Context: an optimization exercise on an open-source flow, tuned for small area, a short achievable clock period and few clock cycles per item. The choices shown serve that exercise and are no tape-out recipe.
Where RTL was checked, it was by simulation tests only, not by an equivalence proof against the original.
The RTL of runs 3 and 4 was laid out without a check of its function.

==> flow/design.v, too long to show whole: its modules and the start of the top module <==
// module fta_add_align: 28 lines
// module fta_add_sum: 19 lines
// module fta_add_norm: 30 lines
// module fta_mul_pp: 1281 lines
// module fta_booth_enc: 30 lines
// module fta_mul_red: 247 lines
// module fta_div_sel: 16 lines
// module fta_div_sel3: 14 lines
// module fta_div_init: 14 lines
// module fta_div_row: 33 lines
// module fta_div_fin: 22 lines
// module fp32_truncating_alu_top: 417 lines
module fp32_truncating_alu_top
(
   input  wire logic        clock,
   input  wire logic        reset,
   input  wire logic        req_tvalid,
   output logic             req_tready,
   input  wire logic [71:0] req_tdata,
   output logic             rsp_tvalid,
   input  wire logic        rsp_tready,
   output logic [39:0]      rsp_tdata
);
  // ...
==> flow/flow/run.sh <==
#!/bin/bash
# Standard layout, with timing repair aiming below the clock period: repair
# works on every path with less than SETUP_SLACK_MARGIN ns of slack.
set -euo pipefail
bash standard.sh SETUP_SLACK_MARGIN=7.25 finish > standard_flow.log 2>&1
==> flow/standard.sh <==
#!/bin/bash
# synth_recipe.tcl (not shown) runs the flow's synth.tcl, then flattens the netlist and writes it again
# the make line also repeats each setting of config.mk as NAME=value (left out here)
make -C /OpenROAD-flow-scripts/flow DESIGN_CONFIG=/design/flow/config.mk WORK_HOME=/design/flow/orfs CLKGATE_MAP_FILE= SYNTH_SCRIPT=/design/flow/synth_recipe.tcl "${@:-finish}"
==> flow/config.mk <==
export PLATFORM = sky130hd
export DESIGN_NAME = fp32_truncating_alu_top
export DESIGN_NICKNAME = fp32_truncating_alu_top
export VERILOG_FILES = /design/flow/design.v
export SDC_FILE = /design/flow/constraint.sdc
export NUM_CORES = 4
export LEC_CHECK = 0
export ABC_AREA = 1
export CAP_MARGIN = 20
export CORE_MARGIN = 2
export CORE_UTILIZATION = 40
export SLEW_MARGIN = 20
==> flow/constraint.sdc <==
create_clock -name core_clock -period 12.0 [get_ports {clock}]
set_input_delay 2.4000 -clock core_clock [delete_from_list [all_inputs] [get_ports {clock}]]
set_output_delay 2.4000 -clock core_clock [all_outputs]
set_load 0.01 [all_outputs]
==> results.yml, run 1 <==
run_status:
  status: "finished clean"
placement:
  placed_area_mm2: 0.0916
die:
  num_tap_cells: 2854
  die_x_um: 472
  ios: 118
sta:
  timing.final.ws_setup_ps: 7260
  tightestPinTransition_ps: 1030
  min_period_over_period: 0.395
  fmax_mhz: 211
  drv_slew: 0
  skew_ps: 50.9
clocking:
  hold_buffers: 0
  clk_latency_ps: 820
  clockBufferDepth: 3
setup_path:
  cpPeakStageDelay_ps: 890
  required_ps: 12500
  critPathLaunch: "am0[15]$_DFFE_PN_"
  cp_cell_sequence: "inv_2, o22ai_1, xor2_1, fa_1, fa_1, inv_1, fa_1, fa_1, nand2_2, o21ai_0"
  crit_end: "d1[16]$_DFFE_PN_"
logic_synthesis:
  synth_top_area_frac: 0.364
  synth-seq-cells: 1104
  syn_inst: 8923
  synth_area_per_cell_um2: 9.80
  synthMuxAreaShare: 0.00149
  synth_top_family_by_area: "adder cells"
  synth_adder_area_share: 0.277
hold_path:
  holdPathEnd: "dg5[26]$_DFFE_PN_"
layout:
  fill_cells: 20400
  buffers_excl_clock: 421
  seqAreaFraction: 0.328
  inverters: 1376
  n_sequential_cell: 1104
  clkbuf_count: 152
detailed_routing:
  drc: 0
  routed-wl-met2_mm: 147
grt:
  grt_max_degree: 173
  grt_util_met3: 0.0425
  antenna_found_initial: 18
Testbench counts, summed over its fixed seeds: cycles 16,080, items 16,000.
==> run 2: changes to the inputs <==
==> flow/flow/run.sh (replaced) <==
#!/bin/bash
# Standard layout, with timing repair aiming below the clock period: repair
# works on every path with less than SETUP_SLACK_MARGIN ns of slack.
set -euo pipefail
bash standard.sh SETUP_SLACK_MARGIN=7.75 finish > standard_flow.log 2>&1
==> run 2 against run 1 <==
- critical path type unchanged
- fmax is 7.5% higher
- final area is 7.8% higher
- first-iteration DRC count is 0.91% higher
- highest routed layer unchanged
- non-clock buffer count is 363 higher
- setup slack better by 330 ps
- synthesized cell count stayed put
- cell count is 3.3% higher
==> results.yml, run 2 <==
logic_synthesis:
  synthMostInstantiatedCell: "nand2_1"
  synthArstFlopShare: 0
  syn_inst: 8923
  netlist_top_cells_count: "nand2_1, inv_1, edfxtp_1, fa_1, o21ai_0"
  synth_top_area_cell: "edfxtp_1"
  synthFlopType: "edfxtp_1"
  synth_top_area_frac: 0.364
  ys_seq_area_frac: 0.374
  netlist_area_mm2: 0.0875
  synthDistinctLibCells: 69
  synth-edff-count: 1060
  ys_warn_count: 4
  synth_area_per_cell_um2: 9.80
  synth_area_leaders: "edfxtp_1, fa_1, ha_1"
  synth-seq-cells: 1104
die:
  start_util: 0.403
  die_x_um: 472
  placementRows: 171
  die-area_mm2: 0.222
  die_h_um: 472
  core_mm2: 0.217
  ios: 118
setup_path:
  cpPeakStageDelay_ps: 590
  path_buf_inv: 3
  worstSetupEndpointType: "flop"
  critPathLaunchType: "flop"
  crit_fanout: 4
  crit_top_cell: "nand2_1"
  path_class: "reg2reg"
  critPathSlowestCell: "fa_2"
  cp_data_arrival_time_ps: 4950
  critPathTopFamily: "adder cells"
  cp_cell_sequence: "inv_2, ha_1, inv_1, ha_1, nand3_1, nand2_1, xor2_2, o21ai_4, nand3_4, nand2_2, o21ai_4, fa_2, inv_1, ha_4, ha_4, a21oi_2, nor2_1, nor2_1, xnor2_1, nor2_1, nand2_1, nand2_1, nand2_1, nand2_1"
  required_ps: 12530
sta:
  period_needed_ps: 4410
  tightestPinTransition_ps: 999
  tns_ps: 0
  fmax_mhz: 227
  hold_violations: 0
  setup_viol: 0
  rsz0062_at_grt: "true"
  min_period_over_period: 0.368
  drv_slew: 0
  relSlewSlack: 0.331
  skew_ps: 41.4
clocking:
  cts_tree: "done"
  clk_pin_slew_worst_paths_ps: 60
  cts.sinks: 1104
  clockBufferDepth: 3
  htree_levels: 4
  cts-root-buf: "clkbuf_16"
  clk_latency_ps: 810
  cts_made_buffers: 131
run_status:
  status: "finished clean"
layout:
  drive_gt1_frac: 0.187
  syn_to_final_growth_pct: 22.9
  reg.largest.list: "mx1: 60 flops, dg8: 46 flops, dg7: 39 flops"
  top_register: "mx1"
  fin_nets: 11000
  largest_reg_flops: 60
  layout_common_cells: "nand2_1, inv_1, edfxtp_1, fa_1, o21ai_0"
  fill_cells: 19600
  final_common_cell: "nand2_1"
  final_area_mm2: 0.108
grt:
  grt_pass1_wl_mm: 452
  antenna_found_initial: 18
  track_usage: 0.276
  grt_remaining_overflow: 0
  grt_pass1_vias: 68900
  grt_max_degree: 89
placement:
  globalplace.congestion: 0.958
  hpwl_mm: 210
  numPortBuffers: 104
  placed_area_mm2: 0.0918
detailed_routing:
  avgRoutedWirePerCell_um: 25.6
  vias: 68600
  dr.first_iter.drc_count: 5436
  drt-pass1-iter-count: 7
  avgViaCountPerCell: 5.49
  antenna_left: 0
  drc: 0
  finalWirelength_mm: 320
flow_run:
  drv_cap: 0
hold_path:
  holdCritPathClass: "reg2reg"
==> run 2: cell types whose count changed in the layout (fill, tap and decap cells not counted), moves of 53 or more <==
cell and change:
ha_4 +59, o21ai_0 -186, a21oi_1 -54, inv_1 -53, buf_4 +260, nand2_4 +61
nand2_1 -122, nand2_2 +60, ha_1 -94, o21ai_2 +106
==> run 2: cells by family after synthesis <==
family          synth area share
other cells            0.0000429
xor+xnor                  0.0473
flops                      0.374
fa+ha+maj                  0.277
mux                      0.00149
simple gates               0.115
compound gates             0.109
buf+inv                   0.0763
==> run 2: worst paths after layout <==
kind	from	to	slack [ps]	cells after the start
max	s2[23]$_DFFE_PN_	qn3$_DFFE_PN_	7590	24
min	dg6[2]$_DFFE_PN_	dg7[8]$_DFFE_PN_	400	0
max reg2reg	s2[23]$_DFFE_PN_	qn3$_DFFE_PN_	7590	24
min reg2reg	dg6[2]$_DFFE_PN_	dg7[8]$_DFFE_PN_	400	0
==> run 2: per-layer routing <==
metal	up-vias	part of all wire	GRT usage
met4	8	0.11	0.227
met1	33700	0.35	0.299
met2	2779	0.48	0.475
li1	31000	-	-
met5	-	0.00017	0
met3	1096	0.060	0.0466
==> run 2: area by class of cell <==
| class | count | area, um2 | share of cell area |
|---|---|---|---|
| Timing Repair inverter | 7 | 47.5 | 0.000442 |
| Timing Repair Buffer | 784 | 8240 | 0.0766 |
| Inverter | 1371 | 5360 | 0.0499 |
| Sequential cell | 1104 | 32700 | 0.304 |
| Tap cell | 2854 | 3570 | 0.0332 |
| Antenna cell | 29 | 72.6 | 0.000675 |
| Clock buffer | 165 | 3510 | 0.0326 |
| Clock inverter | 73 | 948 | 0.00882 |
| Multi-Input combinational cell | 6114 | 53000 | 0.493 |
==> run 2: through the flow <==
step	setup WS, ps	hold WS [ps]	util	cells
2_1_floorplan	6590	400	-	8929
3_3_place_gp	5960	402	0.423	11700
3_5_place_dp	5900	405	0.423	11700
4_1_cts	7610	392	0.471	12200
5_1_grt	7380	403	0.495	12500
6_report	7590	400	0.495	12500
==> run 2: what timing repair did <==
item / CTS / global route
gates resized for setup: 697 / 839
pin swaps: 213 / 373
endpoints found under the hold margin: 0 / 0
gates cloned: 57 / 27
setup endpoints to repair: 721 / 480
hold buffers: 0 / 0
buffers inserted: 301 / 199
==> module fta_div_fin, before the edit <==
module fta_div_fin
(
   input  wire logic [26:0] s,
   input  wire logic [26:0] c,
   input  wire logic [22:0] qp,      
   input  wire logic [22:0] qn,      
   input  wire logic        ge,
   output logic [22:0]      mant
);
   logic [26:0] w;
   logic [23:0] t;
   logic [22:0] low;                 
   logic [22:0] q;
   assign w = s + c;
   assign t = {1'b1, qp} - {1'b0, qn};
   always_comb begin
      low[0] = 1'b1;
      for (int i = 1; i < 23; i++) low[i] = low[i-1] & ~t[i-1];
   end
   assign q    = t[22:0] ^ (low & {23{w[26]}});
   assign mant = {q[22:1], q[0] & ge};
endmodule
==> module fp32_truncating_alu_top, before the edit <==
module fp32_truncating_alu_top
(
   input  wire logic        clock,
   input  wire logic        reset,
   input  wire logic        req_tvalid,
   output logic             req_tready,
   input  wire logic [71:0] req_tdata,
   output logic             rsp_tvalid,
   input  wire logic        rsp_tready,
   output logic [39:0]      rsp_tdata
);
   logic en;
   logic out_v, skid_v;
   logic [32:0] out_r, skid_r;
   assign en         = ~skid_v;
   assign req_tready = en;
   assign rsp_tvalid = out_v;
   assign rsp_tdata  = {7'd0, out_r};
   logic       v0;
   logic [1:0] op0;
   logic       as0, bs0;
   logic [7:0] ae0, be0;
   logic [22:0] am0, bm0;
   logic       ge0;      
   always_ff @(posedge clock) begin
      if (reset) v0 <= 1'b0;
      else if (en) v0 <= req_tvalid;
   end
   always_ff @(posedge clock) begin
      if (en) begin
         op0 <= req_tdata[1:0];
         as0 <= req_tdata[2];
         ae0 <= req_tdata[10:3];
         am0 <= req_tdata[33:11];
         bs0 <= req_tdata[34] ^ (req_tdata[1:0] == 2'd1);
         be0 <= req_tdata[42:35];
         bm0 <= req_tdata[65:43];
         ge0 <= req_tdata[33:11] >= req_tdata[65:43];
      end
   end
   logic isdiv0, ismul0, isadd0;
   assign isdiv0 = (op0 == 2'd3);
   assign ismul0 = (op0 == 2'd2);
   assign isadd0 = ~op0[1];
   logic [26:0] s_i, c_i;
   logic        qp_i, qn_i;
   fta_div_init u_init (.a_mantissa(am0), .b_mantissa(bm0), .ge(ge0), .s(s_i), .c(c_i), .pos(qp_i), .neg(qn_i));
   logic [9:0]  e_div;
   assign e_div = {2'b00, ae0} - {2'b00, be0} + 10'd127 - {9'd0, ~ge0};
   logic [26:0] st1_s2, st1_c2;
   logic        st1_p3, st1_n3;
   fta_div_row u_row2 (.s(s_i), .c(c_i), .b_mantissa(bm0), .pos(qp_i), .neg(qn_i),
                      .s_o(st1_s2), .c_o(st1_c2), .npos(st1_p3), .nneg(st1_n3));
   logic [26:0] st1_s3, st1_c3;
   logic        st1_p4, st1_n4;
   fta_div_row u_row3 (.s(st1_s2), .c(st1_c2), .b_mantissa(bm0), .pos(st1_p3), .neg(st1_n3),
                      .s_o(st1_s3), .c_o(st1_c3), .npos(st1_p4), .nneg(st1_n4));
   logic [138:0] m_v;
   logic [11:0] bone0, btwo0;    
   fta_booth_enc u_benc (.b({1'b1, bm0}), .bone(bone0), .btwo(btwo0));
   fta_mul_pp u_mul_pp (.a({1'b1, am0}), .b({1'b1, bm0}), .bone(bone0), .btwo(btwo0), .v(m_v));
   logic [9:0]  e_mul;
   assign e_mul = {2'b00, ae0} + {2'b00, be0} - 10'd127;
   logic [22:0] a_big;
   logic [23:0] a_sml;
   logic [7:0]  a_e;
   logic        a_sg, a_sub;
   fta_add_align u_align (.a_sign(as0), .a_exponent(ae0), .a_mantissa(am0),
                          .b_sign(bs0), .b_exponent(be0), .b_mantissa(bm0),
                          .big(a_big), .sml(a_sml), .e_big(a_e), .sg_big(a_sg), .eff_sub(a_sub));
   logic        v1;
   logic [1:0]  op1;
   logic [9:0]  e1;
   logic [26:0] s1, c1;
   logic [22:0] d1;
   logic        g1, ge1;
   logic        qp1, qn1;    
   logic [3:0] dg1;    
   logic [61:0] mx1;    
   always_ff @(posedge clock) begin
      if (reset) v1 <= 1'b0;
      else if (en) v1 <= v0;
   end
   always_ff @(posedge clock) begin
      if (en) begin
         op1 <= op0;
         s1  <= isdiv0 ? st1_s3 : ismul0 ? m_v[26:0] : {a_sub, 3'd0, a_big};
         c1  <= isdiv0 ? st1_c3 : ismul0 ? m_v[53:27] : {3'd0, a_sml};
         d1  <= ismul0 ? m_v[76:54] : bm0;
         e1  <= isdiv0 ? e_div : ismul0 ? e_mul : {2'b00, a_e};
         g1  <= isadd0 ? a_sg : (as0 ^ bs0);
         ge1 <= ge0;
         qp1 <= st1_p4;
         qn1 <= st1_n4;
         dg1 <= {{qp_i, qn_i}, st1_p3, st1_n3};
         mx1 <= m_v[138:77];
      end
   end
   logic [24:0] m_row0, m_row1;
   logic        m_cin;
   fta_mul_red u_mul_red (.v({mx1, d1, c1, s1}), .row0(m_row0), .row1(m_row1), .cin(m_cin));
   logic [24:0] a_mag;
   logic [4:0]  a_lz;
   fta_add_sum u_sum (.big(s1[22:0]), .sml(c1[23:0]), .eff_sub(s1[26]), .mag(a_mag), .lz(a_lz));
   logic isdiv1, ismul1;
   assign isdiv1 = (op1 == 2'd3);
   assign ismul1 = (op1 == 2'd2);
   logic [26:0] st2_s4, st2_c4;
   logic        st2_p5, st2_n5;
   fta_div_row u_row4 (.s(s1), .c(c1), .b_mantissa(d1), .pos(qp1), .neg(qn1),
                      .s_o(st2_s4), .c_o(st2_c4), .npos(st2_p5), .nneg(st2_n5));
   logic [26:0] st2_s5, st2_c5;
   logic        st2_p6, st2_n6;
   fta_div_row u_row5 (.s(st2_s4), .c(st2_c4), .b_mantissa(d1), .pos(st2_p5), .neg(st2_n5),
                      .s_o(st2_s5), .c_o(st2_c5), .npos(st2_p6), .nneg(st2_n6));
   logic [26:0] st2_s6, st2_c6;
   logic        st2_p7, st2_n7;
   fta_div_row u_row6 (.s(st2_s5), .c(st2_c5), .b_mantissa(d1), .pos(st2_p6), .neg(st2_n6),
                      .s_o(st2_s6), .c_o(st2_c6), .npos(st2_p7), .nneg(st2_n7));
   logic        v2;
   logic [1:0]  op2;
   logic [9:0]  e2;
   logic [26:0] s2, c2;
   logic [22:0] d2;
   logic        g2, ge2;
   logic        qp2, qn2;    
   logic [9:0] dg2;    
   always_ff @(posedge clock) begin
      if (reset) v2 <= 1'b0;
      else if (en) v2 <= v1;
   end
   always_ff @(posedge clock) begin
      if (en) begin
         op2 <= op1;
         s2  <= isdiv1 ? st2_s6 : ismul1 ? {1'b0, m_cin, m_row0} : {2'b0, a_mag};
         c2  <= isdiv1 ? st2_c6 : ismul1 ? {2'b0, m_row1} : {22'd0, a_lz};
         d2  <= d1;
         e2  <= e1;
         g2  <= g1;
         ge2 <= ge1;
         qp2 <= st2_p7;
         qn2 <= st2_n7;
         dg2 <= {{{dg1, qp1, qn1}, st2_p5, st2_n5}, st2_p6, st2_n6};
      end
   end
   logic [24:0] m_p;
   logic [22:0] m_mant;
   logic [9:0]  m_e;
   assign m_p    = s2[24:0] + c2[24:0] + {24'd0, s2[25]};
   assign m_mant = m_p[24] ? m_p[23:1] : m_p[22:0];
   assign m_e    = e2 + {9'd0, m_p[24]};
   logic [22:0] a_mant;
   logic [9:0]  a_eo;
   logic        a_sgo;
   fta_add_norm u_norm (.mag(s2[24:0]), .lz(c2[4:0]), .e_big(e2[7:0]), .sg_big(g2),
                        .mant(a_mant), .e(a_eo), .sg(a_sgo));
   logic isdiv2, ismul2;
   assign isdiv2 = (op2 == 2'd3);
   assign ismul2 = (op2 == 2'd2);
   logic [26:0] st3_s7, st3_c7;
   logic        st3_p8, st3_n8;
   fta_div_row u_row7 (.s(s2), .c(c2), .b_mantissa(d2), .pos(qp2), .neg(qn2),
                      .s_o(st3_s7), .c_o(st3_c7), .npos(st3_p8), .nneg(st3_n8));
   logic [26:0] st3_s8, st3_c8;
   logic        st3_p9, st3_n9;
   fta_div_row u_row8 (.s(st3_s7), .c(st3_c7), .b_mantissa(d2), .pos(st3_p8), .neg(st3_n8),
                      .s_o(st3_s8), .c_o(st3_c8), .npos(st3_p9), .nneg(st3_n9));
   logic [26:0] st3_s9, st3_c9;
   logic        st3_p10, st3_n10;
   fta_div_row u_row9 (.s(st3_s8), .c(st3_c8), .b_mantissa(d2), .pos(st3_p9), .neg(st3_n9),
                      .s_o(st3_s9), .c_o(st3_c9), .npos(st3_p10), .nneg(st3_n10));
   logic        v3;
   logic        dv3;     
   logic [8:0]  e3;      
   logic [26:0] s3, c3;
   logic [22:0] d3;
   logic        g3, ge3;
   logic        qp3, qn3;    
   logic [15:0] dg3;    
   logic [9:0]  e3_in;
   assign e3_in = isdiv2 ? e2 : ismul2 ? m_e : a_eo;
   always_ff @(posedge clock) begin
      if (reset) v3 <= 1'b0;
      else if (en) v3 <= v2;
   end
   always_ff @(posedge clock) begin
      if (en) begin
         dv3 <= (op2 == 2'd3);
         s3  <= st3_s9;
         c3  <= st3_c9;
         d3  <= isdiv2 ? d2 : ismul2 ? m_mant : a_mant;
         e3  <= {e3_in[9] | e3_in[8], e3_in[7:0]};
         g3  <= (isdiv2 | ismul2) ? g2 : a_sgo;
         ge3 <= ge2;
         qp3 <= st3_p10;
         qn3 <= st3_n10;
         dg3 <= {{{dg2, qp2, qn2}, st3_p8, st3_n8}, st3_p9, st3_n9};
      end
   end
   logic [26:0] st4_s10, st4_c10;
   logic        st4_p11, st4_n11;
   fta_div_row u_row10 (.s(s3), .c(c3), .b_mantissa(d3), .pos(qp3), .neg(qn3),
                      .s_o(st4_s10), .c_o(st4_c10), .npos(st4_p11), .nneg(st4_n11));
   logic [26:0] st4_s11, st4_c11;
   logic        st4_p12, st4_n12;
   fta_div_row u_row11 (.s(st4_s10), .c(st4_c10), .b_mantissa(d3), .pos(st4_p11), .neg(st4_n11),
                      .s_o(st4_s11), .c_o(st4_c11), .npos(st4_p12), .nneg(st4_n12));
   logic [26:0] st4_s12, st4_c12;
   logic        st4_p13, st4_n13;
   fta_div_row u_row12 (.s(st4_s11), .c(st4_c11), .b_mantissa(d3), .pos(st4_p12), .neg(st4_n12),
                      .s_o(st4_s12), .c_o(st4_c12), .npos(st4_p13), .nneg(st4_n13));
   logic        v4;
   logic        dv4;     
   logic [8:0]  e4;      
   logic [26:0] s4, c4;
   logic [22:0] d4;
   logic        g4, ge4;
   logic        qp4, qn4;    
   logic [21:0] dg4;    
   always_ff @(posedge clock) begin
      if (reset) v4 <= 1'b0;
      else if (en) v4 <= v3;
   end
   always_ff @(posedge clock) begin
      if (en) begin
         dv4 <= dv3;
         s4  <= st4_s12;
         c4  <= st4_c12;
         d4  <= d3;
         e4  <= e3;
         g4  <= g3;
         ge4 <= ge3;
         qp4 <= st4_p13;
         qn4 <= st4_n13;
         dg4 <= {{{dg3, qp3, qn3}, st4_p11, st4_n11}, st4_p12, st4_n12};
      end
   end
   logic [26:0] st5_s13, st5_c13;
   logic        st5_p14, st5_n14;
   fta_div_row u_row13 (.s(s4), .c(c4), .b_mantissa(d4), .pos(qp4), .neg(qn4),
                      .s_o(st5_s13), .c_o(st5_c13), .npos(st5_p14), .nneg(st5_n14));
   logic [26:0] st5_s14, st5_c14;
   logic        st5_p15, st5_n15;
   fta_div_row u_row14 (.s(st5_s13), .c(st5_c13), .b_mantissa(d4), .pos(st5_p14), .neg(st5_n14),
                      .s_o(st5_s14), .c_o(st5_c14), .npos(st5_p15), .nneg(st5_n15));
   logic [26:0] st5_s15, st5_c15;
   logic        st5_p16, st5_n16;
   fta_div_row u_row15 (.s(st5_s14), .c(st5_c14), .b_mantissa(d4), .pos(st5_p15), .neg(st5_n15),
                      .s_o(st5_s15), .c_o(st5_c15), .npos(st5_p16), .nneg(st5_n16));
   logic        v5;
   logic        dv5;     
   logic [8:0]  e5;      
   logic [26:0] s5, c5;
   logic [22:0] d5;
   logic        g5, ge5;
   logic        qp5, qn5;    
   logic [27:0] dg5;    
   always_ff @(posedge clock) begin
      if (reset) v5 <= 1'b0;
      else if (en) v5 <= v4;
   end
   always_ff @(posedge clock) begin
      if (en) begin
         dv5 <= dv4;
         s5  <= st5_s15;
         c5  <= st5_c15;
         d5  <= d4;
         e5  <= e4;
         g5  <= g4;
         ge5 <= ge4;
         qp5 <= st5_p16;
         qn5 <= st5_n16;
         dg5 <= {{{dg4, qp4, qn4}, st5_p14, st5_n14}, st5_p15, st5_n15};
      end
   end
   logic [26:0] st6_s16, st6_c16;
   logic        st6_p17, st6_n17;
   fta_div_row u_row16 (.s(s5), .c(c5), .b_mantissa(d5), .pos(qp5), .neg(qn5),
                      .s_o(st6_s16), .c_o(st6_c16), .npos(st6_p17), .nneg(st6_n17));
   logic [26:0] st6_s17, st6_c17;
   logic        st6_p18, st6_n18;
   fta_div_row u_row17 (.s(st6_s16), .c(st6_c16), .b_mantissa(d5), .pos(st6_p17), .neg(st6_n17),
                      .s_o(st6_s17), .c_o(st6_c17), .npos(st6_p18), .nneg(st6_n18));
   logic [26:0] st6_s18, st6_c18;
   logic        st6_p19, st6_n19;
   fta_div_row u_row18 (.s(st6_s17), .c(st6_c17), .b_mantissa(d5), .pos(st6_p18), .neg(st6_n18),
                      .s_o(st6_s18), .c_o(st6_c18), .npos(st6_p19), .nneg(st6_n19));
   logic        v6;
   logic        dv6;     
   logic [8:0]  e6;      
   logic [26:0] s6, c6;
   logic [22:0] d6;
   logic        g6, ge6;
   logic        qp6, qn6;    
   logic [33:0] dg6;    
   always_ff @(posedge clock) begin
      if (reset) v6 <= 1'b0;
      else if (en) v6 <= v5;
   end
   always_ff @(posedge clock) begin
      if (en) begin
         dv6 <= dv5;
         s6  <= st6_s18;
         c6  <= st6_c18;
         d6  <= d5;
         e6  <= e5;
         g6  <= g5;
         ge6 <= ge5;
         qp6 <= st6_p19;
         qn6 <= st6_n19;
         dg6 <= {{{dg5, qp5, qn5}, st6_p17, st6_n17}, st6_p18, st6_n18};
      end
   end
   logic [26:0] st7_s19, st7_c19;
   logic        st7_p20, st7_n20;
   fta_div_row u_row19 (.s(s6), .c(c6), .b_mantissa(d6), .pos(qp6), .neg(qn6),
                      .s_o(st7_s19), .c_o(st7_c19), .npos(st7_p20), .nneg(st7_n20));
   logic [26:0] st7_s20, st7_c20;
   logic        st7_p21, st7_n21;
   fta_div_row u_row20 (.s(st7_s19), .c(st7_c19), .b_mantissa(d6), .pos(st7_p20), .neg(st7_n20),
                      .s_o(st7_s20), .c_o(st7_c20), .npos(st7_p21), .nneg(st7_n21));
   logic [26:0] st7_s21, st7_c21;
   logic        st7_p22, st7_n22;
   fta_div_row u_row21 (.s(st7_s20), .c(st7_c20), .b_mantissa(d6), .pos(st7_p21), .neg(st7_n21),
                      .s_o(st7_s21), .c_o(st7_c21), .npos(st7_p22), .nneg(st7_n22));
   logic        v7;
   logic        dv7;     
   logic [8:0]  e7;      
   logic [26:0] s7, c7;
   logic [22:0] d7;
   logic        g7, ge7;
   logic        qp7, qn7;    
   logic [39:0] dg7;    
   always_ff @(posedge clock) begin
      if (reset) v7 <= 1'b0;
      else if (en) v7 <= v6;
   end
   always_ff @(posedge clock) begin
      if (en) begin
         dv7 <= dv6;
         s7  <= st7_s21;
         c7  <= st7_c21;
         d7  <= d6;
         e7  <= e6;
         g7  <= g6;
         ge7 <= ge6;
         qp7 <= st7_p22;
         qn7 <= st7_n22;
         dg7 <= {{{dg6, qp6, qn6}, st7_p20, st7_n20}, st7_p21, st7_n21};
      end
   end
   logic [26:0] st8_s22, st8_c22;
   logic        st8_p23, st8_n23;
   fta_div_row u_row22 (.s(s7), .c(c7), .b_mantissa(d7), .pos(qp7), .neg(qn7),
                      .s_o(st8_s22), .c_o(st8_c22), .npos(st8_p23), .nneg(st8_n23));
   logic [26:0] st8_s23, st8_c23;
   logic        st8_p24, st8_n24;
   fta_div_row u_row23 (.s(st8_s22), .c(st8_c22), .b_mantissa(d7), .pos(st8_p23), .neg(st8_n23),
                      .s_o(st8_s23), .c_o(st8_c23), .npos(st8_p24), .nneg(st8_n24));
   logic [26:0] st8_s24, st8_c24;
   logic        st8_p25, st8_n25;
   fta_div_row u_row24 (.s(st8_s23), .c(st8_c23), .b_mantissa(d7), .pos(st8_p24), .neg(st8_n24),
                      .s_o(st8_s24), .c_o(st8_c24), .npos(st8_p25), .nneg(st8_n25));
   logic        v8;
   logic        dv8;     
   logic [8:0]  e8;      
   logic [26:0] s8, c8;
   logic [22:0] d8;
   logic        g8, ge8;
   logic        qp8, qn8;    
   logic [45:0] dg8;    
   always_ff @(posedge clock) begin
      if (reset) v8 <= 1'b0;
      else if (en) v8 <= v7;
   end
   always_ff @(posedge clock) begin
      if (en) begin
         dv8 <= dv7;
         s8  <= st8_s24;
         c8  <= st8_c24;
         d8  <= d7;
         e8  <= e7;
         g8  <= g7;
         ge8 <= ge7;
         qp8 <= st8_p25;
         qn8 <= st8_n25;
         dg8 <= {{{dg7, qp7, qn7}, st8_p23, st8_n23}, st8_p24, st8_n24};
      end
   end
   logic [22:0] qpv, qnv;
   always_comb begin
      for (int i = 0; i < 23; i++) begin
         qpv[i] = dg8[2*i+1];
         qnv[i] = dg8[2*i];
      end
   end
   logic [22:0] dv_mant;
   fta_div_fin u_fin (.s(s8), .c(c8), .qp(qpv), .qn(qnv), .ge(ge8), .mant(dv_mant));
   logic [32:0] res;
   assign res = {e8[8], dv8 ? dv_mant : d8, e8[7:0], g8};
   logic pop;
   assign pop = out_v & rsp_tready;
   always_ff @(posedge clock) begin
      if (reset) begin
         out_v  <= 1'b0;
         skid_v <= 1'b0;
      end else begin
         if (~out_v | pop) out_v <= skid_v | (en & v8);
         if (skid_v) skid_v <= ~pop;
         else        skid_v <= en & v8 & out_v & ~pop;
      end
   end
   always_ff @(posedge clock) begin
      if (~out_v | pop) out_r <= skid_v ? skid_r : res;
      if (~skid_v) skid_r <= res;
   end
endmodule
==> run 3: changes to the inputs <==
--- a/flow/design.v
+++ b/flow/design.v
@@ -1732,8 +1732,8 @@
 (
    input  wire logic [26:0] s,
    input  wire logic [26:0] c,
-   input  wire logic [22:0] qp,      
-   input  wire logic [22:0] qn,      
+   input  wire logic [23:0] tp,      
+   input  wire logic [23:0] tn,      
    input  wire logic        ge,
    output logic [22:0]      mant
 );
@@ -1742,7 +1742,7 @@
    logic [22:0] low;                 
    logic [22:0] q;
    assign w = s + c;
-   assign t = {1'b1, qp} - {1'b0, qn};
+   assign t = tp - tn;
    always_comb begin
       low[0] = 1'b1;
       for (int i = 1; i < 23; i++) low[i] = low[i-1] & ~t[i-1];
@@ -1990,6 +1990,15 @@
          dg4 <= {{{dg3, qp3, qn3}, st4_p11, st4_n11}, st4_p12, st4_n12};
       end
    end
+   logic [10:0] cv_p, cv_n;
+   always_comb begin
+      for (int i = 0; i < 11; i++) begin
+         cv_p[i] = dg4[2*i+1];
+         cv_n[i] = dg4[2*i];
+      end
+   end
+   logic [11:0] cv;
+   assign cv = {1'b1, cv_p} - {1'b0, cv_n};
    logic [26:0] st5_s13, st5_c13;
    logic        st5_p14, st5_n14;
    fta_div_row u_row13 (.s(s4), .c(c4), .b_mantissa(d4), .pos(qp4), .neg(qn4),
@@ -2009,7 +2018,8 @@
    logic [22:0] d5;
    logic        g5, ge5;
    logic        qp5, qn5;    
-   logic [27:0] dg5;    
+   logic [11:0] bv5;    
+   logic [5:0] dg5;    
    always_ff @(posedge clock) begin
       if (reset) v5 <= 1'b0;
       else if (en) v5 <= v4;
@@ -2025,7 +2035,8 @@
          ge5 <= ge4;
          qp5 <= st5_p16;
          qn5 <= st5_n16;
-         dg5 <= {{{dg4, qp4, qn4}, st5_p14, st5_n14}, st5_p15, st5_n15};
+         bv5 <= cv;
+         dg5 <= {{{qp4, qn4}, st5_p14, st5_n14}, st5_p15, st5_n15};
       end
    end
    logic [26:0] st6_s16, st6_c16;
@@ -2047,7 +2058,8 @@
    logic [22:0] d6;
    logic        g6, ge6;
    logic        qp6, qn6;    
-   logic [33:0] dg6;    
+   logic [11:0] bv6;    
+   logic [11:0] dg6;    
    always_ff @(posedge clock) begin
       if (reset) v6 <= 1'b0;
       else if (en) v6 <= v5;
@@ -2063,6 +2075,7 @@
          ge6 <= ge5;
          qp6 <= st6_p19;
          qn6 <= st6_n19;
+         bv6 <= bv5;
          dg6 <= {{{dg5, qp5, qn5}, st6_p17, st6_n17}, st6_p18, st6_n18};
       end
    end
@@ -2085,7 +2098,8 @@
    logic [22:0] d7;
    logic        g7, ge7;
    logic        qp7, qn7;    
-   logic [39:0] dg7;    
+   logic [11:0] bv7;    
+   logic [17:0] dg7;    
    always_ff @(posedge clock) begin
       if (reset) v7 <= 1'b0;
       else if (en) v7 <= v6;
@@ -2101,6 +2115,7 @@
          ge7 <= ge6;
          qp7 <= st7_p22;
          qn7 <= st7_n22;
+         bv7 <= bv6;
          dg7 <= {{{dg6, qp6, qn6}, st7_p20, st7_n20}, st7_p21, st7_n21};
       end
    end
@@ -2123,7 +2138,8 @@
    logic [22:0] d8;
    logic        g8, ge8;
    logic        qp8, qn8;    
-   logic [45:0] dg8;    
+   logic [11:0] bv8;    
+   logic [23:0] dg8;    
    always_ff @(posedge clock) begin
       if (reset) v8 <= 1'b0;
       else if (en) v8 <= v7;
@@ -2139,18 +2155,19 @@
          ge8 <= ge7;
          qp8 <= st8_p25;
          qn8 <= st8_n25;
+         bv8 <= bv7;
          dg8 <= {{{dg7, qp7, qn7}, st8_p23, st8_n23}, st8_p24, st8_n24};
       end
    end
-   logic [22:0] qpv, qnv;
+   logic [11:0] qpv, qnv;
    always_comb begin
-      for (int i = 0; i < 23; i++) begin
+      for (int i = 0; i < 12; i++) begin
          qpv[i] = dg8[2*i+1];
          qnv[i] = dg8[2*i];
       end
    end
    logic [22:0] dv_mant;
-   fta_div_fin u_fin (.s(s8), .c(c8), .qp(qpv), .qn(qnv), .ge(ge8), .mant(dv_mant));
+   fta_div_fin u_fin (.s(s8), .c(c8), .tp({bv8, qpv}), .tn({12'd0, qnv}), .ge(ge8), .mant(dv_mant));
    logic [32:0] res;
    assign res = {e8[8], dv8 ? dv_mant : d8, e8[7:0], g8};
    logic pop;
==> flow/flow/run.sh (replaced) <==
#!/bin/bash
# Standard layout, with timing repair aiming below the clock period: repair
# works on every path with less than SETUP_SLACK_MARGIN ns of slack.
set -euo pipefail
bash standard.sh SETUP_SLACK_MARGIN=7.5 finish > standard_flow.log 2>&1
==> run 3 against run 2 <==
- die area shrank 1.6%
- area after synthesis fell by 1.6%
- count of clock-buffer cells in the layout decreased by 7
- routed wire length shrank 8.0%
- setup slack worse by 240 ps
- synthesized cell count is 0.83% lower
- sequential share of layout area grew 0.70 points
- non-clock buffer count decreased by 201
- utilization shrank 2.4 points
- first-iteration DRC count down 3.7%
- largest cell class unchanged
==> results.yml, run 3 <==
sta:
  drv_slew: 0
  tns_ps: 0
  relSlewSlack: 0.291
  rsz0062_at_grt: "true"
  skew_ps: 99.6
  period_needed_ps: 4650
  fmax_mhz: 215
  min_period_over_period: 0.388
  hold_violations: 0
  tightestPinTransition_ps: 1060
  setup_viol: 0
logic_synthesis:
  netlist_top_cells_count: "nand2_1, inv_1, edfxtp_1, fa_1, o21ai_0"
  syn_inst: 8849
  synthFlopType: "edfxtp_1"
  synth-seq-cells: 1060
  ys_seq_area_frac: 0.365
  ys_warn_count: 4
  synth_top_area_cell: "edfxtp_1"
  synth_top_area_frac: 0.354
  synth-edff-count: 1016
  synthDistinctLibCells: 77
  synthMostInstantiatedCell: "nand2_1"
  synth_area_leaders: "edfxtp_1, fa_1, ha_1"
  netlist_area_mm2: 0.0861
  synthArstFlopShare: 0
  synth_area_per_cell_um2: 9.73
grt:
  track_usage: 0.259
  grt_pass1_vias: 65900
  grt_pass1_wl_mm: 420
  grt_max_degree: 208
  antenna_found_initial: 5
  grt_remaining_overflow: 0
die:
  ios: 118
  placementRows: 170
  start_util: 0.402
  die_h_um: 468
  core_mm2: 0.214
  die_x_um: 468
  die-area_mm2: 0.219
detailed_routing:
  antenna_left: 0
  avgRoutedWirePerCell_um: 24.2
  dr.first_iter.drc_count: 5236
  drc: 0
  finalWirelength_mm: 295
  vias: 65600
  avgViaCountPerCell: 5.40
  drt-pass1-iter-count: 6
clocking:
  cts-root-buf: "clkbuf_16"
  clk_pin_slew_worst_paths_ps: 60
  cts_made_buffers: 120
  cts.sinks: 1060
  clockBufferDepth: 3
  htree_levels: 3
  cts_tree: "done"
  clk_latency_ps: 840
setup_path:
  worstSetupEndpointType: "flop"
  crit_top_cell: "ha_1"
  required_ps: 12500
  cpPeakStageDelay_ps: 580
  critPathLaunchType: "flop"
  critPathSlowestCell: "fa_1"
  path_class: "reg2reg"
  cp_cell_sequence: "inv_1, ha_1, ha_1, a21oi_1, nand2_1, xor2_1, o21ai_1, nand3_4, buf_6, buf_4, fa_1, inv_1, ha_1, ha_1, o21bai_2, xnor2_1, xor2_1, nand2_1, o31ai_2, nor2_1"
  crit_fanout: 5
  cp_data_arrival_time_ps: 5160
run_status:
  status: "finished clean"
layout:
  syn_to_final_growth_pct: 17.2
  largest_reg_flops: 60
  layout_common_cells: "nand2_1, inv_1, edfxtp_1, fa_1, o21ai_0"
  register_area_mm2: 0.0314
  top_register: "mx1"
  final_common_cell: "nand2_1"
  multi_input_area_mm2: 0.0503
  fill_cells: 19900
  reg.largest.list: "mx1: 60 flops, out_r: 33 flops, skid_r: 33 flops"
  drive_gt1_frac: 0.123
  fin_nets: 10700
flow_run:
  drv_cap: 0
placement:
  hpwl_mm: 205
  numPortBuffers: 104
  globalplace.congestion: 0.977
hold_path:
  holdCritPathClass: "reg2reg"
-- run 3: kinds of logic after synthesis --
logic type,after synthesis,share of synthesized area
DFF,1060,0.365
other,1,0.0000436
AOI/OAI and AO/OA,1740,0.113
adders and majority gates,1446,0.282
xor gates and xnor gates,480,0.0489
buffers and inverters,1722,0.0765
muxes,14,0.00164
and+or+nand+nor,2386,0.114
-- run 3: critical path: cells and delay by family, from the launching register on --
family	cells	cell delay [ps]
adder cells (fa/ha/maj)	5	1970
AO/OA/AOI/OAI	4	680
buffers and inverters	4	430
XOR/XNOR	3	510
flip-flops	1	360
AND/OR/NAND/NOR	4	460
-- run 3: layer usage --
layer  vias to the layer above  wire [um]  GRT usage  part of all wire
met5                         -         23          0          0.000078
met3                       893      15800     0.0348             0.054
met1                     32200     104000      0.285              0.35
met2                      2414     146000      0.453              0.50
met4                         4      28500      0.194             0.097
li1                      30100          -          -                 -
-- run 3: final cells by class --
| type | instances | share of cell area |
|---|---|---|
| antenna | 4 | 0.0000993 |
| sequential | 1060 | 0.311 |
| multi-input combinational | 6089 | 0.499 |
| tap | 2838 | 0.0352 |
| inverter | 1352 | 0.0523 |
| clock inverter | 69 | 0.00895 |
| clock buffer | 158 | 0.0323 |
| timing repair buffer | 583 | 0.0610 |
| timing repair inverter | 5 | 0.000310 |
-- run 3: final timing paths --
path | startpoint | endpoint | slack, ps | depth (start not counted)
max | s4[24]$_DFFE_PN_ | qn5$_DFFE_PN_ | 7350 | 20
max reg2reg | s4[24]$_DFFE_PN_ | qn5$_DFFE_PN_ | 7350 | 20
min | bv5[6]$_DFFE_PN_ | bv6[6]$_DFFE_PN_ | 350 | 0
min reg2reg | bv5[6]$_DFFE_PN_ | bv6[6]$_DFFE_PN_ | 350 | 0
-- run 3: timing repair --
| item | 4_1_cts | 5_1_grt |
|---|---|---|
| gates resized for setup | 393 | 432 |
| hold buffers | 0 | 0 |
| endpoints found under the setup margin | 478 | 337 |
| gates cloned | 35 | 19 |
| pin swaps | 99 | 186 |
| buffers inserted | 150 | 163 |
-- run 3: metrics by stage --
stage / hold slack [ps] / cells / utilization / area [um2] / worst slack [ps]
2_1_floorplan: 400 / 8855 / - / 86100 / 6810
3_3_place_gp: 401 / 11600 / 0.421 / 90200 / 5930
3_5_place_dp: 405 / 11600 / 0.421 / 90200 / 5880
4_1_cts: 345 / 12000 / 0.456 / 97600 / 7320
5_1_grt: 345 / 12200 / 0.471 / 101000 / 7060
6_report: 352 / 12200 / 0.471 / 101000 / 7350
==> run 4: changes to the inputs <==
--- a/flow/design.v
+++ b/flow/design.v
@@ -1750,6 +1750,65 @@
    assign q    = t[22:0] ^ (low & {23{w[26]}});
    assign mant = {q[22:1], q[0] & ge};
 endmodule
+module fta_div_end1
+(
+   input  wire logic [26:0] s,
+   input  wire logic [26:0] c,
+   input  wire logic [22:0] b_mantissa,
+   input  wire logic        pos,       
+   input  wire logic        neg,
+   input  wire logic [21:0] tp,        
+   input  wire logic [21:0] tn,        
+   output logic [22:0]      t,         
+   output logic             p24,
+   output logic             n24,
+   output logic [2:0]       sg         
+);
+   logic [26:0] s22, c22, s23, c23;
+   logic        p23, n23;
+   fta_div_row u_row22 (.s(s), .c(c), .b_mantissa(b_mantissa), .pos(pos), .neg(neg),
+                        .s_o(s22), .c_o(c22), .npos(p23), .nneg(n23));
+   fta_div_row u_row23 (.s(s22), .c(c22), .b_mantissa(b_mantissa), .pos(p23), .neg(n23),
+                        .s_o(s23), .c_o(c23), .npos(p24), .nneg(n24));
+   logic [26:0] ys, yc, dd, w_p, w_z, w_n;
+   assign ys  = {s23[25:0], 1'b0};
+   assign yc  = {c23[25:0], 1'b0};
+   assign dd  = {3'b001, b_mantissa, 1'b0};
+   assign w_p = ys + yc + ~dd + 27'd1;
+   assign w_z = ys + yc;
+   assign w_n = ys + yc + dd;
+   assign sg  = {w_p[26], w_z[26], w_n[26]};
+   logic [21:0] t22, low;
+   assign t22 = tp - tn;
+   always_comb begin
+      low[0] = 1'b1;
+      for (int i = 1; i < 22; i++) low[i] = low[i-1] & ~t22[i-1];
+   end
+   assign t = {t22 ^ (low & {22{n23}}), p23 | n23};
+endmodule
+module fta_div_end2
+(
+   input  wire logic [22:0] t,
+   input  wire logic        p24,
+   input  wire logic        n24,
+   input  wire logic [2:0]  sg,
+   input  wire logic        ge,
+   output logic [22:0]      mant
+);
+   logic        r_neg, borrow, lsb;
+   logic [22:0] low, th;
+   logic [23:0] q;
+   assign r_neg  = (p24 & sg[2]) | (n24 & sg[0]) | (~p24 & ~n24 & sg[1]);
+   always_comb begin
+      low[0] = 1'b1;
+      for (int i = 1; i < 23; i++) low[i] = low[i-1] & ~t[i-1];
+   end
+   assign borrow = n24 | (~p24 & r_neg);
+   assign lsb    = (p24 | n24) ^ r_neg;
+   assign th     = t ^ (low & {23{borrow}});
+   assign q      = {th, lsb};
+   assign mant   = {q[22:1], q[0] & ge};
+endmodule
 `default_nettype wire
 `timescale 1ns / 1ps
 `default_nettype none
@@ -2119,55 +2178,42 @@
          dg7 <= {{{dg6, qp6, qn6}, st7_p20, st7_n20}, st7_p21, st7_n21};
       end
    end
-   logic [26:0] st8_s22, st8_c22;
-   logic        st8_p23, st8_n23;
-   fta_div_row u_row22 (.s(s7), .c(c7), .b_mantissa(d7), .pos(qp7), .neg(qn7),
-                      .s_o(st8_s22), .c_o(st8_c22), .npos(st8_p23), .nneg(st8_n23));
-   logic [26:0] st8_s23, st8_c23;
-   logic        st8_p24, st8_n24;
-   fta_div_row u_row23 (.s(st8_s22), .c(st8_c22), .b_mantissa(d7), .pos(st8_p23), .neg(st8_n23),
-                      .s_o(st8_s23), .c_o(st8_c23), .npos(st8_p24), .nneg(st8_n24));
-   logic [26:0] st8_s24, st8_c24;
-   logic        st8_p25, st8_n25;
-   fta_div_row u_row24 (.s(st8_s23), .c(st8_c23), .b_mantissa(d7), .pos(st8_p24), .neg(st8_n24),
-                      .s_o(st8_s24), .c_o(st8_c24), .npos(st8_p25), .nneg(st8_n25));
-   logic        v8;
-   logic        dv8;     
-   logic [8:0]  e8;      
-   logic [26:0] s8, c8;
-   logic [22:0] d8;
-   logic        g8, ge8;
-   logic        qp8, qn8;    
-   logic [11:0] bv8;    
-   logic [23:0] dg8;    
+   logic [8:0] qpv, qnv;
+   always_comb begin
+      for (int i = 0; i < 9; i++) begin
+         qpv[i] = dg7[2*i+1];
+         qnv[i] = dg7[2*i];
+      end
+   end
+   logic [22:0] e1_t;
+   logic        e1_p24, e1_n24;
+   logic [2:0]  e1_sg;
+   fta_div_end1 u_end1 (.s(s7), .c(c7), .b_mantissa(d7), .pos(qp7), .neg(qn7),
+                        .tp({bv7, qpv, qp7}), .tn({12'd0, qnv, qn7}),
+                        .t(e1_t), .p24(e1_p24), .n24(e1_n24), .sg(e1_sg));
+   logic        v8, dv8, g8, ge8, p24_8, n24_8;
+   logic [8:0]  e8;
+   logic [22:0] d8, t8;
+   logic [2:0]  sg8;
    always_ff @(posedge clock) begin
       if (reset) v8 <= 1'b0;
       else if (en) v8 <= v7;
    end
    always_ff @(posedge clock) begin
       if (en) begin
-         dv8 <= dv7;
-         s8  <= st8_s24;
-         c8  <= st8_c24;
-         d8  <= d7;
-         e8  <= e7;
-         g8  <= g7;
-         ge8 <= ge7;
-         qp8 <= st8_p25;
-         qn8 <= st8_n25;
-         bv8 <= bv7;
-         dg8 <= {{{dg7, qp7, qn7}, st8_p23, st8_n23}, st8_p24, st8_n24};
-      end
-   end
-   logic [11:0] qpv, qnv;
-   always_comb begin
-      for (int i = 0; i < 12; i++) begin
-         qpv[i] = dg8[2*i+1];
-         qnv[i] = dg8[2*i];
+         dv8    <= dv7;
+         e8     <= e7;
+         g8     <= g7;
+         ge8    <= ge7;
+         d8     <= d7;
+         t8     <= e1_t;
+         p24_8  <= e1_p24;
+         n24_8  <= e1_n24;
+         sg8    <= e1_sg;
       end
    end
    logic [22:0] dv_mant;
-   fta_div_fin u_fin (.s(s8), .c(c8), .tp({bv8, qpv}), .tn({12'd0, qnv}), .ge(ge8), .mant(dv_mant));
+   fta_div_end2 u_end2 (.t(t8), .p24(p24_8), .n24(n24_8), .sg(sg8), .ge(ge8), .mant(dv_mant));
    logic [32:0] res;
    assign res = {e8[8], dv8 ? dv_mant : d8, e8[7:0], g8};
    logic pop;
==> run 4 against run 3 <==
- global-route usage is 1.2 points higher
- die area is 0.22% lower
- critical path type unchanged
- critical endpoint is now sg8[0]$_DFFE_PN_
==> results.yml, run 4 <==
layout:
  register_area_mm2: 0.0296
  final_common_cell: "nand2_1"
  fill_cells: 20000
  largest_reg_flops: 60
  drive_gt1_frac: 0.141
  finalNonFillerCells: 12400
  fin_util: 0.474
  fin_nets: 11000
  layout_common_cells: "nand2_1, inv_1, edfxtp_1, o21ai_0, fa_1"
  multi_input_area_mm2: 0.0522
  reg.largest.list: "mx1: 60 flops, out_r: 33 flops, skid_r: 33 flops"
  syn_to_final_growth_pct: 18.2
  top_register: "mx1"
die:
  placementRows: 170
  die_h_um: 467
  die_x_um: 467
  die-area_mm2: 0.218
  ios: 118
  core_mm2: 0.214
  start_util: 0.401
detailed_routing:
  avgViaCountPerCell: 5.43
  antenna_left: 0
  drc: 0
  avgRoutedWirePerCell_um: 24.5
  drt-pass1-iter-count: 6
  vias: 67300
  dr.first_iter.drc_count: 5230
  finalWirelength_mm: 303
grt:
  grt_pass1_wl_mm: 438
  grt_pass1_vias: 68300
  grt_remaining_overflow: 0
  track_usage: 0.271
  antenna_found_initial: 5
  grt_max_degree: 160
sta:
  holdWs_ps: 387
  relSlewSlack: 0.238
  hold_violations: 0
  fmax_mhz: 164
  setup_viol: 0
  drv_slew: 0
  min_period_over_period: 0.508
  tightestPinTransition_ps: 1130
  rsz0062_at_grt: "true"
  tns_ps: 0
  period_needed_ps: 6100
  skew_ps: 65.8
logic_synthesis:
  ys_seq_area_frac: 0.345
  synth_area_leaders: "edfxtp_1, fa_1, ha_1"
  synthDistinctLibCells: 77
  synth-edff-count: 957
  synth_top_area_frac: 0.335
  synthMostInstantiatedCell: "nand2_1"
  ys_warn_count: 5
  synth_top_area_cell: "edfxtp_1"
  synthArstFlopShare: 0
  synth_area_per_cell_um2: 9.47
  synth-seq-cells: 1001
  netlist_area_mm2: 0.0859
  syn_inst: 9066
  synthFlopType: "edfxtp_1"
  netlist_top_cells_count: "nand2_1, inv_1, edfxtp_1, o21ai_0, fa_1"
setup_path:
  cp_data_arrival_time_ps: 6660
  cpPeakStageDelay_ps: 470
  critPathSlowestCell: "fa_1"
  critPathLaunchType: "flop"
  required_ps: 12560
  critPathTopFamily: "compound AO/OA/AOI/OAI gates"
  crit_top_cell: "nand2_1"
  crit_fanout: 4
  worstSetupEndpointType: "flop"
  path_class: "reg2reg"
  path_buf_inv: 3
clocking:
  cts_made_buffers: 114
  clk_pin_slew_worst_paths_ps: 70
  cts.sinks: 1001
  htree_levels: 3
  hold_buffers: 0
  clockBufferDepth: 3
  cts-root-buf: "clkbuf_16"
  clk_latency_ps: 810
  cts_tree: "done"
hold_path:
  holdCritPathClass: "reg2reg"
placement:
  numPortBuffers: 104
  dp_cells: 11800
  hpwl_mm: 213
  globalplace.congestion: 0.976
run_status:
  status: "finished clean"
flow_run:
  drv_cap: 0
[run 4: final cells by class]
type | count | area share
Antenna cell | 4 | 0.0000986
Clock inverter | 86 | 0.0105
Timing Repair Buffer | 600 | 0.0618
Tap cell | 2838 | 0.0350
Clock buffer | 131 | 0.0287
Sequential cell | 1001 | 0.292
Inverter | 1466 | 0.0565
Multi-Input combinational cell | 6255 | 0.515
Timing Repair inverter | 11 | 0.000604
[run 4: through the flow]
| stage | area [um2] | setup WS [ps] |
|---|---|---|
| after global routing | 101000 | 5580 |
| after global placement | 90100 | 4980 |
| after floorplan | 86000 | 6350 |
| after detailed placement | 90100 | 5000 |
| after CTS | 98300 | 5940 |
| final | 101000 | 5900 |
[run 4: kinds of logic (layout without fill, tap and decap cells)]
kind of cell	after synthesis	count (layout)	synth area share
flops	1001	1001	0.345
simple gates	2448	2457	0.118
compound gates	1795	1802	0.117
buf+inv	1832	2294	0.0817
mux	12	12	0.00140
fa+ha+maj	1466	1466	0.283
xor+xnor	511	511	0.0534
other cells	1	11	0.0000437
[run 4: worst register-to-register path, delay by kind of cell, from the launching register on]
kind	cells	cell delay, ps
DFF	1	440
xor gates and xnor gates	2	220
adders and majority gates	5	1670
AOI/OAI and AO/OA	13	2010
and+or+nand+nor	14	1250
buffers and inverters	3	250
[run 4: routing by layer]
metal,GRT usage,routed length [um]
met5,0,58
met4,0.207,30300
met1,0.293,106000
met3,0.0421,17800
met2,0.475,149000
[run 4: worst paths after layout]
kind | from | end | slack, ps | cells after the start
setup / recovery | d7[22]$_DFFE_PN_ | sg8[0]$_DFFE_PN_ | 5900 | 37
hold / removal | e5[7]$_DFFE_PN_ | e6[7]$_DFFE_PN_ | 390 | 0
setup reg to reg | d7[22]$_DFFE_PN_ | sg8[0]$_DFFE_PN_ | 5900 | 37
hold reg to reg | e5[7]$_DFFE_PN_ | e6[7]$_DFFE_PN_ | 390 | 0
[run 4: repair_timing]
action                                  4_1_cts  5_1_grt
buffers inserted                            213      120
pin swaps                                   154      239
cloned                                       39       16
gates resized for setup                     460      514
endpoints found under the setup margin      604      384

==> afterwards: timing with drivers on the ports <==
How much do the figures lean on ideal ports? The routed layouts below were timed once more, with nothing changed but the port constraints. Step 1: set_driving_cell puts a clkbuf_16 on clock and a buf_2 on each other input, an assumption about the parent block. Step 2 moves the port delays by t, midway between the first and last clock arrival at a register: inputs arrive t later, outputs are due t later. That takes back most of the time a late clock gives input paths. a / b / c = ideal ports / drivers / drivers and shift; a / b = the first two.
| run | t (ns) | slack for setup (ns) | pins driven straight from the clock port |
|---|---|---|---|
| run 1 | 0.883 | 7.256 / 7.256 / 7.256 | 1 |
| run 2 | 0.881 | 7.588 / 7.588 / 7.438 | 1 |
| run 3 | 0.873 | 7.346 / 7.346 / 7.312 | 1 |
| run 4 | 0.869 | 5.902 / 5.902 / 5.902 | 1 |
After both steps every run listed still meets setup and hold. For run 2, which loses most, drivers alone change the setup slack by 0.000 ns; drivers and shift together by -0.150 ns.
